This is an optimization exercise on Yosys and OpenROAD, whose aim is small area, not a production implementation. Function was checked by simulation only, so behaviour that the tests miss may differ from the original. Power is estimated from default activity; no workload was simulated.

job 4110:
// blackjackTop
module blackjackTop (
    input  logic                     clock,
    input  logic                     resetar,
    input  logic                     hitCard,
    input  logic                     standHand,
    input  logic [5:0]               shuffleSeed,
    output logic                     tableReady,
    output logic                     winLed,
    output logic                     lossLed,
    output logic                     pushLed,
    output logic [13:0]              playerDigits,
    output logic [13:0]              dealerDigits
);
Size in the first run: ~42 I/O pins, roughly 0.0032 mm2 of cells after synthesis.
==> flow/config.mk <==
export PLATFORM = sky130hd
export DESIGN_NAME = blackjackTop
export DESIGN_NICKNAME = blackjackTop
export VERILOG_FILES = /design/flow/design.v
export SDC_FILE = /design/flow/constraint.sdc
export NUM_CORES = 4
export LEC_CHECK = 0
export ABC_AREA = 1
export CAP_MARGIN = 20
export CELL_PAD_IN_SITES_DETAIL_PLACEMENT = 1
export CORE_MARGIN = 2
export CORE_UTILIZATION = 25
export GPL_TIMING_DRIVEN = 0
export SLEW_MARGIN = 20
==> flow/constraint.sdc <==
create_clock -name core_clock -period 12.0 [get_ports {clock}]
set_input_delay 2.4000 -clock core_clock [delete_from_list [all_inputs] [get_ports {clock}]]
set_output_delay 2.4000 -clock core_clock [all_outputs]
set_load 0.01 [all_outputs]
standard.sh (not shown) runs the stock make flow with config.mk's settings and CLKGATE_MAP_FILE= SYNTH_SCRIPT=/design/flow/synth_recipe.tcl, a recipe that flattens the netlist after the stock synthesis.
==> flow/flow/run.sh <==
#!/bin/bash
# Own layout flow: the standard synthesis, then the combinational logic is
# mapped again for area (flow/resynth.tcl; the flip-flops keep their names and
# cells), then the standard layout from the floorplan on.
set -euo pipefail
W=$PWD
R=$W/orfs/results/$FLOW_PLATFORM/blackjackTop/base
YOSYS=$(command -v yosys || echo "$FLOW_HOME/../tools/install/yosys/bin/yosys")

bash standard.sh synth > $W/synth.log 2>&1
cp $R/1_2_yosys.v $W/standard_synth.v

LIBERTY=$FLOW_HOME/platforms/$FLOW_PLATFORM/lib/sky130_fd_sc_hd__tt_025C_1v80.lib \
NETLIST_IN=$W/standard_synth.v NETLIST_OUT=$W/resynth.v TOP=$FLOW_TOP \
ABC_SCRIPT=$W/flow/area.script \
  $YOSYS -c $W/flow/resynth.tcl > $W/resynth.log 2>&1

cp $W/resynth.v $R/1_2_yosys.v
rm -f $R/1_synth.odb $R/1_synth.sdc
# Port buffers: the smallest buffer (the ports see light loads and the
# timing has slack to spare). Clock tree: small clock buffers, no dummy loads.
bash standard.sh \
  "BUFFER_PORTS_ARGS=-buffer_cell sky130_fd_sc_hd__buf_1" \
  "CTS_ARGS=-sink_clustering_enable -repair_clock_nets -buf_list sky130_fd_sc_hd__clkbuf_16 -sink_clustering_size 30 -sink_clustering_max_diameter 500 -dont_use_dummy_load" \
  finish > $W/layout.log 2>&1
==> flow/flow/area.script <==
strash; dch; amap; mfs2 -a; strash; dch; amap; topo
==> flow/flow/resynth.tcl <==
# Re-map the standard synthesis's combinational logic for area. The
# flip-flop instances (their names and cell types) stay exactly as they are.
yosys -import
set lib $::env(LIBERTY)
read_liberty -ignore_miss_func $lib
read_verilog $::env(NETLIST_IN)
hierarchy -top $::env(TOP)
set seq {}
foreach m [tee -q -s result.string select -list-mod A:*] { }
foreach m [split [tee -q -s result.string ls] "\n"] {
  set m [string trim $m]
  if {[regexp {^sky130_fd_sc_hd__(df|edf|sdf|sedf|dl|sdl|einv|ebuf)} $m]} { lappend seq $m }
}
puts "sequential/kept cell modules: $seq"
foreach m $seq { setattr -mod -set keep_hierarchy 1 $m }
flatten
opt_clean
stat
abc -liberty $lib -dont_use *lpflow* -dont_use *probe* -script $::env(ABC_SCRIPT)
splitnets
opt_clean -purge
hilomap -singleton -hicell sky130_fd_sc_hd__conb_1 HI -locell sky130_fd_sc_hd__conb_1 LO
insbuf -buf sky130_fd_sc_hd__buf_1 A X
setattr -mod -unset keep_hierarchy
foreach m $seq { blackbox $m }
select blackjackTop
stat -liberty $lib
write_verilog -noattr -noexpr -nohex -nodec -selected $::env(NETLIST_OUT)
No stage failed in job 4110, and the final checks on the layout all came back clean.
The following lists how job 7038 was set up differently from job 4110:
Settings: GPL_TIMING_DRIVEN removed (was 0).
-- flow/flow/run.sh --
<<< job 4110, line 24
  "CTS_ARGS=-sink_clustering_enable -repair_clock_nets -buf_list sky130_fd_sc_hd__clkbuf_16 -sink_clustering_size 30 -sink_clustering_max_diameter 500 -dont_use_dummy_load" \
>>> job 7038, line 24
  "CTS_ARGS=-sink_clustering_enable -repair_clock_nets -buf_list sky130_fd_sc_hd__clkbuf_8 -dont_use_dummy_load" \
### Flow results
On job 7038: clock distribution area overhead in the final layout is 0.92 points lower than what job 4110 gave. Between job 4110 and job 7038, the difference in multi-input gate share of total cell area is negligible. Side by side, part of the power in the clock network turned out lower in job 7038 than in job 4110. In the metrics for job 4110 and job 7038, the one carrying the higher clock transition at the registers of the reported paths is job 7038. Job 4110 and job 7038 ended up with nearly the same number of setup violations in the final report.
Here is what was changed in the inputs of job 7033 compared with job 7038.
Settings: GPL_TIMING_DRIVEN newly set to 0.
The final layout from job 7033, which completed every stage, passed the timing, design-rule and antenna checks at the end of the flow.
The sequential share of layout area of job 7038 and that of job 7033 are within noise of each other.
Compared with job 7038, job 7033 degrades minimum clock period after layout.
Total power of the final layout ended up about 1.5% lower on job 7033 than on job 7038.
Between job 7033 and job 7038, clock network power is higher for job 7033, job 7038 comes in under that.
Compared to job 7038, the router laid down less metal wire for job 7033.
Diff job 7038 -> job 7033: area taken by multi-input logic gates up 0.32%; post-placement cell area down 38 um2; number of instances in the synthesized netlist flat.

Setup of the baseline:
blackjackTop, a different RTL version from the one above (not shown whole).
For scale: about 670 cells after synthesis, roughly 28 flip-flops.
clock: 12.0 ns
lec_check: 0
abc_area: 1
cap_margin: 20
core_margin: 2
core_utilization: 25
slew_margin: 20
run.sh (not shown) runs the stock make flow with config.mk's settings and CLKGATE_MAP_FILE= SYNTH_SCRIPT=/design/flow/synth_recipe.tcl, a recipe that flattens the netlist after the stock synthesis.
Stock flow here: none of the scripts above is used.
Input-level comparison between the candidate and the baseline:
==> flow/flow/run.sh (new file) <==
#!/bin/bash
# Own layout flow: the standard synthesis, then the combinational logic is
# mapped again for area (flow/resynth.tcl; the flip-flops keep their names and
# cells), then the standard layout from the floorplan on.
set -euo pipefail
W=$PWD
R=$W/orfs/results/$FLOW_PLATFORM/blackjackTop/base
YOSYS=$(command -v yosys || echo "$FLOW_HOME/../tools/install/yosys/bin/yosys")

bash standard.sh synth > $W/synth.log 2>&1
cp $R/1_2_yosys.v $W/standard_synth.v

LIBERTY=$FLOW_HOME/platforms/$FLOW_PLATFORM/lib/sky130_fd_sc_hd__tt_025C_1v80.lib \
NETLIST_IN=$W/standard_synth.v NETLIST_OUT=$W/resynth.v TOP=$FLOW_TOP \
ABC_SCRIPT=$W/flow/area.script \
  $YOSYS -c $W/flow/resynth.tcl > $W/resynth.log 2>&1

cp $W/resynth.v $R/1_2_yosys.v
rm -f $R/1_synth.odb $R/1_synth.sdc
bash standard.sh finish > $W/layout.log 2>&1
==> flow/flow/area.script (new file) <==
strash; dch; amap; topo
==> flow/flow/resynth.tcl (new file) <==
# Re-map the standard synthesis's combinational logic for area. The
# flip-flop instances (their names and cell types) stay exactly as they are.
yosys -import
set lib $::env(LIBERTY)
read_liberty -ignore_miss_func $lib
read_verilog $::env(NETLIST_IN)
hierarchy -top $::env(TOP)
set seq {}
foreach m [tee -q -s result.string select -list-mod A:*] { }
foreach m [split [tee -q -s result.string ls] "\n"] {
  set m [string trim $m]
  if {[regexp {^sky130_fd_sc_hd__(df|edf|sdf|sedf|dl|sdl|einv|ebuf)} $m]} { lappend seq $m }
}
puts "sequential/kept cell modules: $seq"
foreach m $seq { setattr -mod -set keep_hierarchy 1 $m }
flatten
opt_clean
stat
abc -liberty $lib -dont_use *lpflow* -dont_use *probe* -script $::env(ABC_SCRIPT)
splitnets
opt_clean -purge
hilomap -singleton -hicell sky130_fd_sc_hd__conb_1 HI -locell sky130_fd_sc_hd__conb_1 LO
insbuf -buf sky130_fd_sc_hd__buf_1 A X
setattr -mod -unset keep_hierarchy
foreach m $seq { blackbox $m }
select blackjackTop
stat -liberty $lib
write_verilog -noattr -noexpr -nohex -nodec -selected $::env(NETLIST_OUT)
==> flow/standard.sh (new file) <==
#!/bin/bash
# synth_recipe.tcl (not shown) runs the flow's synth.tcl, then flattens the netlist and writes it again
# the make line also repeats each setting of config.mk as NAME=value (left out here)
make -C /OpenROAD-flow-scripts/flow DESIGN_CONFIG=/design/flow/config.mk WORK_HOME=/design/flow/orfs CLKGATE_MAP_FILE= SYNTH_SCRIPT=/design/flow/synth_recipe.tcl "${@:-finish}"
--- a/flow/config.mk
+++ b/flow/config.mk
@@ -9,0 +10 @@
+export CELL_PAD_IN_SITES_DETAIL_PLACEMENT = 1
removed: flow/run.sh
Results
Compared to the baseline, the candidate has placed standard-cell area about 15% lower.
Compared the candidate vs the baseline, and relative contribution of combinational cells to total power is down in the candidate.
The candidate ended up with a higher part of the total power dissipated in sequential elements than the baseline did.

Another version of the RTL of blackjackTop (not shown whole).
For scale: about 550 cells after synthesis, roughly 42 I/O pins.
==> flow/config.mk <==
export PLATFORM = sky130hd
export DESIGN_NAME = blackjackTop
export DESIGN_NICKNAME = blackjackTop
export VERILOG_FILES = /design/flow/design.v
export SDC_FILE = /design/flow/constraint.sdc
export NUM_CORES = 4
export LEC_CHECK = 0
export ABC_AREA = 1
export CAP_MARGIN = 20
export CELL_PAD_IN_SITES_DETAIL_PLACEMENT = 1
export CORE_MARGIN = 2
export CORE_UTILIZATION = 25
export GPL_TIMING_DRIVEN = 0
export SLEW_MARGIN = 20
==> flow/constraint.sdc <==
create_clock -name core_clock -period 12.0 [get_ports {clock}]
set_input_delay 2.4000 -clock core_clock [delete_from_list [all_inputs] [get_ports {clock}]]
set_output_delay 2.4000 -clock core_clock [all_outputs]
set_load 0.01 [all_outputs]
standard.sh (not shown) runs the stock make flow with config.mk's settings and CLKGATE_MAP_FILE= SYNTH_SCRIPT=/design/flow/synth_recipe.tcl, a recipe that flattens the netlist after the stock synthesis.
==> flow/flow/run.sh <==
#!/bin/bash
# Own layout flow: the standard synthesis, then the combinational logic is
# mapped again for area (flow/resynth.tcl; the flip-flops keep their names and
# cells), then the standard layout from the floorplan on.
set -euo pipefail
W=$PWD
R=$W/orfs/results/$FLOW_PLATFORM/blackjackTop/base
YOSYS=$(command -v yosys || echo "$FLOW_HOME/../tools/install/yosys/bin/yosys")

bash standard.sh synth > $W/synth.log 2>&1
cp $R/1_2_yosys.v $W/standard_synth.v

LIBERTY=$FLOW_HOME/platforms/$FLOW_PLATFORM/lib/sky130_fd_sc_hd__tt_025C_1v80.lib \
NETLIST_IN=$W/standard_synth.v NETLIST_OUT=$W/resynth.v TOP=$FLOW_TOP \
ABC_SCRIPT=$W/flow/area.script \
  $YOSYS -c $W/flow/resynth.tcl > $W/resynth.log 2>&1

cp $W/resynth.v $R/1_2_yosys.v
rm -f $R/1_synth.odb $R/1_synth.sdc
# Port buffers: the smallest buffer (the ports see light loads and the
# timing has slack to spare). Clock tree: small clock buffers, no dummy loads.
bash standard.sh \
  "BUFFER_PORTS_ARGS=-buffer_cell sky130_fd_sc_hd__buf_1" \
  "CTS_ARGS=-sink_clustering_enable -repair_clock_nets -buf_list sky130_fd_sc_hd__clkbuf_8 -dont_use_dummy_load" \
  finish > $W/layout.log 2>&1
==> flow/flow/area.script <==
strash; dch; amap; mfs2 -a; strash; dch; amap; topo
==> flow/flow/resynth.tcl <==
# Re-map the standard synthesis's combinational logic for area. The
# flip-flop instances (their names and cell types) stay exactly as they are.
yosys -import
set lib $::env(LIBERTY)
read_liberty -ignore_miss_func $lib
read_verilog $::env(NETLIST_IN)
hierarchy -top $::env(TOP)
set seq {}
foreach m [tee -q -s result.string select -list-mod A:*] { }
foreach m [split [tee -q -s result.string ls] "\n"] {
  set m [string trim $m]
  if {[regexp {^sky130_fd_sc_hd__(df|edf|sdf|sedf|dl|sdl|einv|ebuf)} $m]} { lappend seq $m }
}
puts "sequential/kept cell modules: $seq"
foreach m $seq { setattr -mod -set keep_hierarchy 1 $m }
flatten
opt_clean
stat
abc -liberty $lib -dont_use *lpflow* -dont_use *probe* -script $::env(ABC_SCRIPT)
splitnets
opt_clean -purge
hilomap -singleton -hicell sky130_fd_sc_hd__conb_1 HI -locell sky130_fd_sc_hd__conb_1 LO
insbuf -buf sky130_fd_sc_hd__buf_1 A X
setattr -mod -unset keep_hierarchy
foreach m $seq { blackbox $m }
select blackjackTop
stat -liberty $lib
write_verilog -noattr -noexpr -nohex -nodec -selected $::env(NETLIST_OUT)
The first run passed the timing, design-rule and antenna checks.
==> next run, changes <==
==> flow/flow/area.script (replaced) <==
strash; dch -f; amap; mfs -a -e; strash; dch -f; amap; mfs2 -a; strash; dch; amap; topo
What happened:
- The changed run ran to the end with no violations
- count of clock-buffer cells in the layout does not change
- fmax drops by 1.9%
- via count falls by 1.4%
- total power went down by 5.6%
- sequential power falls by about 5%
- sequential share of layout area rises by 0.34 points
- flip-flop and latch count does not change
- utilization climbs by 0.51 points
- clock skew stays flat
- routed wire length hardly moves

-- afterwards: timing with drivers on the ports --
In the flow no input, the clock included, has a driving cell. The finished layouts below were timed again as built, in two steps.
Step 1 assumes that a clkbuf_16 drives the clock port and a buf_2 every other input.
Step 2 adds t to the input delays and takes it off the output delays; t is the mean of the earliest and latest rising clock arrival at the registers after step 1. Input paths then give back, and output paths get back, about the clock's delay inside the block.
a / b / c = ideal ports / drivers / drivers and shift; a / b = the first two.
run	t, ns	slack for setup (ns)	worst setup path after step 2
job 4110	0.299	2.600 / 2.600 / 2.600	register to register
job 7038	0.296	4.187 / 4.187 / 4.187	register to register
job 7033	0.306	2.623 / 2.623 / 2.623	register to register
the baseline	0.295	6.180 / 6.180 / 6.180	register to register
the candidate	0.305	3.864 / 3.864 / 3.864	register to register
the first run of note 3	0.316	3.371 / 3.371 / 3.371	register to register
the second run of note 3	0.313	3.205 / 3.205 / 3.205	register to register
After both steps setup and hold are still met in every run listed.
